This is an optimization exercise on Yosys and OpenROAD, whose aim is small area, not a production implementation. RTL that was checked went through simulation tests only; none was proved equivalent to the original. Power and IR drop assume default switching activity. The flow treats the clock pin as an ideal source, which a real chip does not have.

== blue ==
==> flow/design.v (excerpt) <==
module proc_top (
  input  logic        clk,
  input  logic        reset,
  output logic [31:0] imem_addr_o,
  input  logic [31:0] imem_data_i,
  input  logic [31:0] mngr2proc_data_i,
  input  logic        mngr2proc_val_i,
  output logic        mngr2proc_rdy_o,
  output logic [31:0] proc2mngr_data_o,
  output logic        proc2mngr_val_o,
  input  logic        proc2mngr_rdy_i
);
Size: roughly 1500 cells after synthesis, roughly 130 I/O pins.
Settings: LEC_CHECK=0, CAP_MARGIN=20, CORE_MARGIN=2, CORE_UTILIZATION=70, CTS_BUF_LIST=sky130_fd_sc_hd__clkbuf_8, CTS_CLUSTER_DIAMETER=60, CTS_CLUSTER_SIZE=14, PLACE_DENSITY=0.8, SLEW_MARGIN=20; clock period 10.0 ns.
run.sh (not shown) runs the stock make flow with config.mk's settings and CLKGATE_MAP_FILE= SYNTH_SCRIPT=/design/flow/synth_recipe.tcl, a recipe that flattens the netlist after the stock synthesis.
### blue -> red
# blue
export LEC_CHECK = 0
export CAP_MARGIN = 20
export CORE_MARGIN = 2
export CORE_UTILIZATION = 70
export CTS_BUF_LIST = sky130_fd_sc_hd__clkbuf_8
export CTS_CLUSTER_DIAMETER = 60
export CTS_CLUSTER_SIZE = 14
export PLACE_DENSITY = 0.8
export SLEW_MARGIN = 20
create_clock -name core_clock -period 10.0 [get_ports {clk}]
# red
export LEC_CHECK = 0
export CAP_MARGIN = 20
export CORE_MARGIN = 2
export CORE_UTILIZATION = 70
export CTS_BUF_LIST = sky130_fd_sc_hd__clkbuf_16
export CTS_CLUSTER_DIAMETER = 80
export CTS_CLUSTER_SIZE = 25
export PLACE_DENSITY = 0.8
export SLEW_MARGIN = 20
create_clock -name core_clock -period 10.0 [get_ports {clk}]
Findings:
- On combinational cell fraction of total power, blue tracks red almost exactly.
- Per the comparison of red with blue, area added between synthesis and finish now sits at about the same level, met2 global-route usage now sits higher, setup slack after layout now sits lower, final sum of negative setup slack now sits at about the same level, clock power now sits higher.
- [compare] base=blue new=red: portion of total power attributed to the clock network increased by 1.3 points relative to the old numbers, wire length of the first global-routing pass rose about 18%.
- red -> blue: utilization flat
- Going from blue to red, final total power grows by about 2%.
Function was not checked in any run of this note: the RTL went through the layout flow alone.

* * *

v35:
Another version of the RTL of proc_top (not shown whole).
Size in the first run: roughly 1500 cells after synthesis, roughly 1100 flip-flops, ~0.024 mm^2 of cells after synthesis.
clock: 10.0 ns
lec_check: 0
cap_margin: 20
core_margin: 2
core_utilization: 60
place_density: 0.7
slew_margin: 20
standard.sh (not shown) runs the stock make flow with config.mk's settings and CLKGATE_MAP_FILE= SYNTH_SCRIPT=/design/flow/synth_recipe.tcl, a recipe that flattens the netlist after the stock synthesis.
==> flow/flow/run.sh <==
#!/bin/bash
# The standard layout (standard.sh's make command) with these changes:
#  - synthesis runs flow/synth_area.tcl: the standard synthesis script with an area-oriented
#    ABC mapping script (flow/abc_map.script); registers are mapped before ABC and unchanged;
#  - the port buffers are sky130_fd_sc_hd__buf_1 cells;
#  - the clock tree uses clkbuf_16 leaf buffers on clusters of at most 32 flip-flops, without
#    dummy loads.
# All tool logs go to orfs/logs/ (ORFS's own per-step logs) and make_finish.log.
set -euo pipefail
here=$(pwd)
export FLOW_ABC_SCRIPT="$here/flow/abc_map.script"
export BUFFER_PORTS_ARGS="-buffer_cell sky130_fd_sc_hd__buf_1"
export CTS_ARGS="-sink_clustering_enable -repair_clock_nets -sink_clustering_size 34 -sink_clustering_max_diameter 80 -buf_list sky130_fd_sc_hd__buf_12 -dont_use_dummy_load"
grep -q 'SYNTH_SCRIPT=[^ ]*synth_recipe.tcl' standard.sh
sed "s#SYNTH_SCRIPT=[^ ]*synth_recipe.tcl#SYNTH_SCRIPT=$here/flow/synth_area.tcl#" standard.sh > standard_area.sh
bash standard_area.sh > make_finish.log 2>&1
==> flow/flow/abc_map.script <==
strash
dch
amap
topo
==> flow/flow/synth_area.tcl <==
# synth_recipe.tcl (the standard synthesis) with one change: ABC maps the logic with an
# area-oriented script (flow/abc_map.script) instead of ORFS's speed script. Flip-flops are
# mapped before ABC runs, so the registers, their names and cells stay those of the standard
# synthesis.
proc synth {args} { yosys synth -nofsm -noshare {*}$args }
proc abc {args} {
  set i [lsearch -exact $args -script]
  if {$i >= 0} { set args [lreplace $args [expr {$i + 1}] [expr {$i + 1}] $::env(FLOW_ABC_SCRIPT)] }
  yosys abc {*}$args
}
source $::env(SCRIPTS_DIR)/synth.tcl
# left out here: clear keep_hierarchy, flatten, clean up, hide names made inside functions, write 1_2_yosys.v
> inputs changed (v35 -> v10)
==> flow/flow/run.sh <==
#!/bin/bash
# The standard layout (standard.sh, unchanged synthesis), with two settings passed to ORFS:
# the port buffers are sky130_fd_sc_hd__buf_1 cells, and the clock tree uses clkbuf_16 leaf
# buffers on clusters of at most 32 flip-flops, without dummy loads.
set -euo pipefail
export BUFFER_PORTS_ARGS="-buffer_cell sky130_fd_sc_hd__buf_1"
export CTS_ARGS="-sink_clustering_enable -repair_clock_nets -sink_clustering_size 28 -sink_clustering_max_diameter 80 -buf_list sky130_fd_sc_hd__buf_12 -dont_use_dummy_load"
bash standard.sh > make_finish.log 2>&1
--- a/flow/config.mk
+++ b/flow/config.mk
@@ -10,2 +10,2 @@
-export CORE_UTILIZATION = 60
-export PLACE_DENSITY = 0.7
+export CORE_UTILIZATION = 70
+export PLACE_DENSITY = 0.8
removed: flow/flow/abc_map.script
removed: flow/flow/synth_area.tcl
v10: flow completed, timing, DRC and antenna clean. Diff v35 -> v10: share of final layout cell area taken by non-clock buffers neither gained nor lost much, count of clock buffers in the final design higher, fraction of final layout cells with drive strength greater than 1 increased by 4.3 points relative to the old numbers, post-synthesis share of cell area spent on full adders, half adders and majority gates comparable. For v10, the main combinational cell family by area after synthesis was multiplexers, unlike v35, where it was compound AO/OA/AOI/OAI gates. Comparing v10 and v35, the lower number of antenna diodes is on v35. Taking v10 over v35, the detailed router's first-iteration violation count ratio works out to 0.922. The utilization of the core after routing number comes out higher for v10 vs v35.
The following lists how v29 was set up differently from v10:
==> flow/flow/run.sh <==
#!/bin/bash
# The standard layout (standard.sh's make command) with these changes:
#  - synthesis runs flow/synth_area.tcl: the standard synthesis script with an area-oriented
#    ABC mapping script (flow/abc_map.script); registers are mapped before ABC and unchanged;
#  - the port buffers are sky130_fd_sc_hd__buf_1 cells;
#  - the clock tree uses clkbuf_16 leaf buffers on clusters of at most 32 flip-flops, without
#    dummy loads.
# All tool logs go to orfs/logs/ (ORFS's own per-step logs) and make_finish.log.
set -euo pipefail
here=$(pwd)
export FLOW_ABC_SCRIPT="$here/flow/abc_map.script"
export BUFFER_PORTS_ARGS="-buffer_cell sky130_fd_sc_hd__buf_1"
export CTS_ARGS="-sink_clustering_enable -repair_clock_nets -sink_clustering_size 26 -sink_clustering_max_diameter 80 -buf_list sky130_fd_sc_hd__buf_12 -dont_use_dummy_load"
grep -q 'SYNTH_SCRIPT=[^ ]*synth_recipe.tcl' standard.sh
sed "s#SYNTH_SCRIPT=[^ ]*synth_recipe.tcl#SYNTH_SCRIPT=$here/flow/synth_area.tcl#" standard.sh > standard_area.sh
bash standard_area.sh > make_finish.log 2>&1
==> flow/flow/abc_map.script (new file) <==
strash
dch
amap
topo
==> flow/flow/synth_area.tcl (new file) <==
# synth_recipe.tcl (the standard synthesis) with one change: ABC maps the logic with an
# area-oriented script (flow/abc_map.script) instead of ORFS's speed script. Flip-flops are
# mapped before ABC runs, so the registers, their names and cells stay those of the standard
# synthesis.
proc synth {args} { yosys synth -nofsm -noshare {*}$args }
proc abc {args} {
  set i [lsearch -exact $args -script]
  if {$i >= 0} { set args [lreplace $args [expr {$i + 1}] [expr {$i + 1}] $::env(FLOW_ABC_SCRIPT)] }
  yosys abc {*}$args
}
source $::env(SCRIPTS_DIR)/synth.tcl
# left out here: clear keep_hierarchy, flatten, clean up, hide names made inside functions, write 1_2_yosys.v
[summary]
- Compared with v10, v29 improves cell area after technology mapping.
- A slowest library cell on the worst path of sky130_fd_sc_hd__or4b_4 is what v10 shows, while sky130_fd_sc_hd__dfxtp_1 belongs to v29.
- The standard cells in v29 occupy less silicon area than those in v10 do.
- Summary of v29 over v10: number of cells produced by synthesis now sits higher; cell area after placement now sits lower.
- v10 leaves more setup margin than v29.
- v29 does better than v10 on placeable core region.
- Time the worst path needs with I/O delays and setup is higher on v29
- Against v10, v29 reports a total length of routed wires that is higher.
- v10 has a lower sequential share of layout area than v29.
- As far as hold violation total from the final report goes, v10 and v29 are indistinguishable; the numbers are identical.
--- input diff v29..v47 ---
--- a/flow/flow/run.sh
+++ b/flow/flow/run.sh
@@ -6 +6 @@
-#  - the clock tree uses clkbuf_16 leaf buffers on clusters of at most 32 flip-flops, without
+#  - the clock tree uses buf_12 leaf buffers on clusters of at most 34 flip-flops, without
@@ -13 +13 @@
-export CTS_ARGS="-sink_clustering_enable -repair_clock_nets -sink_clustering_size 26 -sink_clustering_max_diameter 80 -buf_list sky130_fd_sc_hd__buf_12 -dont_use_dummy_load"
+export CTS_ARGS="-sink_clustering_enable -repair_clock_nets -sink_clustering_size 34 -sink_clustering_max_diameter 80 -buf_list sky130_fd_sc_hd__buf_12 -dont_use_dummy_load"
--- a/flow/config.mk
+++ b/flow/config.mk
@@ -10,2 +10,2 @@
-export CORE_UTILIZATION = 70
-export PLACE_DENSITY = 0.8
+export CORE_UTILIZATION = 50
+export PLACE_DENSITY = 0.6
Notes after the runs:
v29 → v47: floorplan die height rose by about 18%; count of final setup violators flat; cell area ~0 delta; routability-driven placement congestion ratio saw a decrease; area occupied by multi-input gates saw a decrease. Looking at overall global routing resource usage across v47 and v29, the one that comes out higher is v29. Sort v47 and v29 by core utilization, ascending, and v47 comes first. Of v47 and v29, the run reporting the higher final instance count without filler cells was v47. v47 -> v29: post-synthesis adder-cell area fraction delta 0, exact match. v47 — number of vias after detailed routing 5.5% lower, v29 as reference.

[what the ideal ports hide]
The results above use ideal ports. As a check the final layouts listed here were re-extracted and re-timed, cells and wires unchanged.
Step 1: set_driving_cell puts a clkbuf_16 on clk and a buf_2 on each other input, an assumption about the parent block.
Step 2 times the ports against the registers' clock, not the clock port: input delays grow and output delays shrink by t, the midpoint of the rising clock arrivals with the driver on.
Three values: no drivers, after step 1, after step 2; two values: the first two.
run | shift t [ns] | slack for setup (ns) | worst setup path at the end | clock arrival spread, ns | worst data-port slew with drivers (ns)
blue | 0.712 | 2.686 / 2.636 / 3.347 | register to output | 0.035 / 0.035 | 0.07
red | 0.669 | 2.637 / 2.582 / 3.251 | register to output | 0.037 / 0.037 | 0.07
v35 | 0.544 | 3.075 / 3.023 / 3.568 | register to output | 0.073 / 0.073 | 0.05
v10 | 0.570 | 3.272 / 3.214 / 3.784 | register to output | 0.081 / 0.080 | 0.04
v29 | 0.592 | 3.080 / 3.026 / 3.617 | register to output | 0.069 / 0.069 | 0.06
v47 | 0.548 | 3.208 / 3.156 / 3.704 | register to output | 0.092 / 0.092 | 0.07
After both steps every run listed still meets setup and hold.
